This design comes from an exercise in tuning for small area, a short achievable clock period and few clock cycles on the open sky130 flow, not from production work.
The RTL was checked by simulation tests, not by an equivalence proof against the original design.
No activity file was given, so power comes from the tool's default toggle rates.

## P
==> flow/design.v <==
`default_nettype none
package srt_pkg;
	parameter int APB_DATA_W = 32;	 
	parameter int EST_W = 5;	 
	typedef enum logic [2:0] {
		QD_ZERO = 3'b000,
		QD_POS1 = 3'b001,
		QD_POS2 = 3'b010,
		QD_NEG2 = 3'b110,
		QD_NEG1 = 3'b111
	} qdigit_e;
	typedef enum logic [7:0] {
		ADDR_DIVIDEND = 8'h00,
		ADDR_DIVISOR = 8'h04,	 
		ADDR_STATUS = 8'h08,
		ADDR_RESULT = 8'h0C	 
	} reg_addr_e;
endpackage
`default_nettype wire
`timescale 1ns/10ps
`default_nettype none
module srt_div_top (
	input logic clk,
	input logic arst_n,
	input logic psel,
	input logic penable,
	input logic pwrite,
	input logic [7:0] paddr,
	input logic [srt_pkg::APB_DATA_W-1:0] pwdata,
	output logic [srt_pkg::APB_DATA_W-1:0] prdata,
	output logic pready,
	output logic pslverr
);
	localparam logic [7:0] A_DVD = 8'h00;
	localparam logic [7:0] A_DVS = 8'h04;
	localparam logic [7:0] A_STS = 8'h08;
	localparam logic [7:0] A_RES = 8'h0C;
	logic [15:0] dividend;
	logic [31:0] slot [3];		 
	logic [2:0] sdbz;		 
	logic [1:0] sskip [3];		 
	logic [2:0] wr_oh;		 
	logic [2:0] rd_oh;		 
	logic [2:0] nx_oh;		 
	logic [1:0] n_sres;		 
	logic [1:0] n_pend;		 
	logic busy;			 
	logic hold;			 
	logic last;			 
	logic [3:0] cnt;		 
	logic [15:0] ur;		 
	logic [15:0] uq;		 
	logic [15:0] ud;		 
	logic udbz;			 
	logic pre_dbz;			 
	logic [2:0] pre_c;		 
	logic [1:0] pre_skip;
	logic dvd_wr_q;			 
	logic div_wr_q;			 
	logic rd_res_q;			 
	assign pready = 1'b1;
	logic setup;
	logic launch;
	logic pop;
	logic [2:0] n_rdy;		 
	logic rdy_nz;			 
	logic full;			 
	logic [2:0] n_sp;
	logic [31:0] head;		 
	logic head_dbz;
	assign setup = psel & ~penable;
	assign launch = div_wr_q;
	assign pop = rd_res_q;
	assign n_rdy = {1'b0, n_sres} + {2'b0, hold};
	assign rdy_nz = (n_sres != 2'd0) | hold;
	assign n_sp = {1'b0, n_sres} + {1'b0, n_pend};
	assign full = n_sp[2] | ((n_sp == 3'd3) & (busy | hold));
	always_comb begin
		if (n_sres != 2'd0) begin
			head = ({32{rd_oh[0]}} & slot[0]) | ({32{rd_oh[1]}} & slot[1]) |
				({32{rd_oh[2]}} & slot[2]);
			head_dbz = |(rd_oh & sdbz);
		end else begin
			head = {ur, uq};
			head_dbz = udbz;
		end
	end
	always_ff @(posedge clk or negedge arst_n) begin
		if (!arst_n) begin
			dvd_wr_q <= 1'b0;
			div_wr_q <= 1'b0;
			rd_res_q <= 1'b0;
		end else begin
			dvd_wr_q <= setup & pwrite & (paddr == A_DVD);
			div_wr_q <= setup & pwrite & (paddr == A_DVS) & ~full;
			rd_res_q <= setup & ~pwrite & (paddr == A_RES) & rdy_nz;
		end
	end
	always_ff @(posedge clk) begin
		pslverr <= (pwrite & (paddr == A_DVS) & full) |
			(~pwrite & (paddr == A_RES) & ~rdy_nz);
		case (paddr)
			A_DVD: prdata <= {16'b0, dividend};
			A_STS: prdata <= {24'b0, 1'b0, n_rdy, 2'b0,
				head_dbz & rdy_nz, rdy_nz};
			A_RES: prdata <= rdy_nz ? head : 32'b0;
			default: prdata <= 32'b0;
		endcase
	end
	always_ff @(posedge clk) begin
		if (dvd_wr_q)
			dividend <= pwdata[15:0];
	end
	logic [16:0] sx;
	logic [17:0] sd;
	logic sq;
	logic [15:0] nr;		 
	logic [15:0] nq;
	assign sx = {ur, uq[15]};
	logic [16:0] bg [6];		 
	logic [16:0] bp [6];		 
	logic [16:0] sdx;		 
	assign sdx = sx ^ {1'b0, ud};
	assign bg[0] = ~sx & {1'b0, ud};
	assign bp[0] = ~sdx;
	for (genvar l = 0; l < 5; l++) begin : g_lvl
		for (genvar i = 0; i < 17; i++) begin : g_bit
			if ((i >> l) & 1) begin : g_comb
				localparam int J = ((i >> l) << l) - 1;
				assign bg[l+1][i] = bg[l][i] | (bp[l][i] & bg[l][J]);
				assign bp[l+1][i] = bp[l][i] & bp[l][J];
			end else begin : g_pass
				assign bg[l+1][i] = bg[l][i];
				assign bp[l+1][i] = bp[l][i];
			end
		end
	end
	assign sd = {bg[5][16], sdx ^ {bg[5][15:0], 1'b0}};
	assign sq = ~sd[17];
	assign nr = sq ? sd[15:0] : sx[15:0];
	assign nq = {uq[14:0], sq};
	logic pend;			 
	logic pop_held;			 
	logic swap_f;			 
	logic swap_h;			 
	logic swap;
	logic load_i;			 
	logic load;
	logic fin_hold;			 
	logic [2:0] wsel;		 
	logic [31:0] bus;		 
	logic bus_dbz;
	logic [31:0] ops;		 
	logic [15:0] la;		 
	logic [15:0] lb;
	logic l_dbz;
	logic [1:0] l_skip;		 
	logic [15:0] lr;		 
	logic [15:0] lq;
	logic [3:0] lcnt;
	assign pend = (n_pend != 2'd0);
	assign pop_held = pop & (n_sres == 2'd0);
	assign swap_f = last & pend & ~launch;
	assign swap_h = hold & pend & ~launch & ~pop_held;
	assign swap = swap_f | swap_h;
	assign load_i = ~busy & ~hold & pend;
	assign load = swap | load_i;
	assign fin_hold = last & ~pend;
	assign ops = ({32{nx_oh[0]}} & slot[0]) | ({32{nx_oh[1]}} & slot[1]) |
		({32{nx_oh[2]}} & slot[2]);
	assign wsel = launch ? wr_oh : swap ? nx_oh : 3'b000;
	assign bus = launch ? {dividend, pwdata[15:0]} :
		hold ? {ur, uq} : {nr, nq};
	assign bus_dbz = launch ? pre_dbz : udbz;
	always_ff @(posedge clk) begin
		pre_dbz <= (pwdata[15:0] == 16'b0);
		pre_c <= {dividend[15:4] < pwdata[15:0], dividend[15:8] < pwdata[15:0],
			dividend[15:12] < pwdata[15:0]};
	end
	assign pre_skip = pre_c[2] ? 2'd3 : pre_c[1] ? 2'd2 : pre_c[0] ? 2'd1 : 2'd0;
	assign la = ops[31:16];
	assign lb = ops[15:0];
	assign l_dbz = |(nx_oh & sdbz);
	assign l_skip = ({2{nx_oh[0]}} & sskip[0]) | ({2{nx_oh[1]}} & sskip[1]) |
		({2{nx_oh[2]}} & sskip[2]);
	always_comb begin
		if (l_dbz) begin
			lr = {1'b0, la[15:1]};
			lq = {la[0], 15'h7fff};
			lcnt = 4'd0;
		end else begin
			case (l_skip)
				2'd3: begin
					lr = {4'b0, la[15:4]};
					lq = {la[3:0], 12'b0};
					lcnt = 4'd3;
				end
				2'd2: begin
					lr = {8'b0, la[15:8]};
					lq = {la[7:0], 8'b0};
					lcnt = 4'd7;
				end
				2'd1: begin
					lr = {12'b0, la[15:12]};
					lq = {la[11:0], 4'b0};
					lcnt = 4'd11;
				end
				default: begin
					lr = 16'b0;
					lq = la;
					lcnt = 4'd15;
				end
			endcase
		end
	end
	always_ff @(posedge clk or negedge arst_n) begin
		if (!arst_n) begin
			busy <= 1'b0;
			last <= 1'b0;
			hold <= 1'b0;
			cnt <= 4'd0;
			wr_oh <= 3'b001;
			rd_oh <= 3'b001;
			nx_oh <= 3'b001;
			n_sres <= 2'd0;
			n_pend <= 2'd0;
		end else begin
			if (load) begin
				busy <= 1'b1;
				cnt <= lcnt;
				last <= l_dbz;
			end else if (fin_hold) begin
				busy <= 1'b0;
				last <= 1'b0;
			end else if (busy & ~last) begin
				cnt <= cnt - 4'd1;
				last <= (cnt == 4'd1);
			end
			if (fin_hold)
				hold <= 1'b1;
			else if (swap_h | pop_held)
				hold <= 1'b0;
			if (launch)
				wr_oh <= {wr_oh[1:0], wr_oh[2]};
			if (load)
				nx_oh <= {nx_oh[1:0], nx_oh[2]};
			if ((pop & ~pop_held) | load_i)
				rd_oh <= {rd_oh[1:0], rd_oh[2]};
			n_sres <= n_sres + {1'b0, swap} - {1'b0, pop & ~pop_held};
			n_pend <= n_pend + {1'b0, launch} - {1'b0, load};
		end
	end
	always_ff @(posedge clk) begin
		if (load) begin
			ur <= lr;
			uq <= lq;
			ud <= lb;
			udbz <= l_dbz;
		end else if ((busy & ~last) | fin_hold) begin
			ur <= nr;
			uq <= nq;
		end
		for (int i = 0; i < 3; i++) begin
			if (wsel[i]) begin
				slot[i] <= bus;
				sdbz[i] <= bus_dbz;
			end
			if (launch & wr_oh[i])
				sskip[i] <= pre_skip;
		end
	end
endmodule
`default_nettype wire
export LEC_CHECK = 0
export CAP_MARGIN = 20
export CORE_MARGIN = 2
export CORE_UTILIZATION = 45
export CTS_BUF_LIST = sky130_fd_sc_hd__clkbuf_16
export CTS_CLUSTER_DIAMETER = 80
export CTS_CLUSTER_SIZE = 30
export PLACE_DENSITY = 0.6
export SLEW_MARGIN = 20
create_clock -name core_clock -period 10.0 [get_ports {clk}]
standard.sh (not shown) runs the stock make flow with config.mk's settings and CLKGATE_MAP_FILE= SYNTH_SCRIPT=/design/flow/synth_recipe.tcl, a recipe that flattens the netlist after the stock synthesis.
==> flow/flow/run.sh <==
#!/bin/bash
set -euo pipefail
MARGIN=$(cat flow/margin.txt)
bash standard.sh synth > synth.log 2>&1
bash standard.sh "SETUP_SLACK_MARGIN=$MARGIN" \
	"BUFFER_PORTS_ARGS=-buffer_cell sky130_fd_sc_hd__buf_2" finish > layout.log 2>&1
==> flow/flow/margin.txt <==
6.9
P finished all stages; the layout is clean.
Testbench counts of P, summed over its fixed seeds: cycles 24,578.
Changes in Q relative to P:
Settings: swapping 0.6 for 0.5 in PLACE_DENSITY; swapping 45 for 35 in CORE_UTILIZATION.
==> flow/flow/run.sh <==
#!/bin/bash
set -euo pipefail
MARGIN=$(cat flow/margin.txt)
bash standard.sh synth > synth.log 2>&1
bash standard.sh "SETUP_SLACK_MARGIN=$MARGIN" \
	"BUFFER_PORTS_ARGS=-buffer_cell sky130_fd_sc_hd__buf_1" finish > layout.log 2>&1
==> flow/flow/margin.txt <==
7.4
==> comparison <==
- On final area: between Q and P, it ends up lower for P.
- Looking at utilization, Q sits 5.5 points below P.
- When the final numbers for Q and P were put side by side, the sequential share of layout area turned out to be smaller in Q.
- On Q: power attributed to combinational cells is about 60% higher than what P gave.
- [compare] base=P new=Q: leakage power of the design rose 0.58 nW, global placer's final weighted congestion shrank by 0.028.
- Against P, die footprint in Q came out worse.
- From P to Q the numbers moved as follows: smallest hold slack shows no meaningful change, largest net degree at the start of global routing shows a reduction of 4.
#### Input delta (R over Q)
==> flow/flow/margin.txt <==
7.0
--- outcome ---
- On power in sequential cells, R and Q are basically level.
- Diff Q -> R: power decreased 16%; net switching component of the power decreased 0.39 mW; share of the yosys chip area belonging to registers essentially unchanged; relative area of non-clock buffer cells in the final design decreased 4.6 points.
- Compared with Q, in R maximum frequency ~0 delta, setup slack level.
- Looking at combinational fraction of design power across R and Q, the one that comes out lower is R.
- R vs Q, launch point of the critical path: prdata[4]$_DFF_P_ vs prdata[9]$_DFF_P_
Relative to R, the following input files were edited for S:
==> flow/flow/margin.txt <==
7.2
==> comparison <==
- Taking S as 1.0, R lands at 0.79 on combinational power.
- Post-placement cell area across R and S: no real change.
- Compared with R, in S fraction of final layout cells sized beyond drive strength 1 moved up; cell area went up about 7%; register-to-register slack went up 0.07 ns; clock group share of total power went down 1.8 points.
- | count of clock-net buffers in the final layout | lower: R |

what the ideal ports hide:
In the flow no input, the clock included, has a driving cell. The finished layouts below were timed again as built, in two steps.
Step 1, drivers: a clkbuf_16 drives clk and a buf_2 each remaining input, both assumed.
Step 2 adds t to the input delays and takes it off the output delays; t is the mean of the earliest and latest rising clock arrival at the registers after step 1. Input paths then give back, and output paths get back, about the clock's delay inside the block.
Slacks: ideal / step 1 / step 2; pairs: ideal / step 1.
run | shift t [ns] | slack for setup (ns) | worst setup path at the end | worst slew at a driven data input, ns | cell pins on the clock port's net
P | 0.537 | 6.944 / 6.897 / 6.487 | input to register | 0.03 | 1
Q | 0.560 | 7.024 / 6.969 / 6.587 | input to register | 0.06 | 1
R | 0.560 | 7.025 / 6.975 / 6.538 | input to register | 0.03 | 1
S | 0.546 | 7.012 / 6.961 / 6.608 | input to register | 0.06 | 1
After both steps setup and hold are still met in every run listed. For R, which loses most, drivers alone change the setup slack by -0.050 ns; drivers and shift together by -0.487 ns.
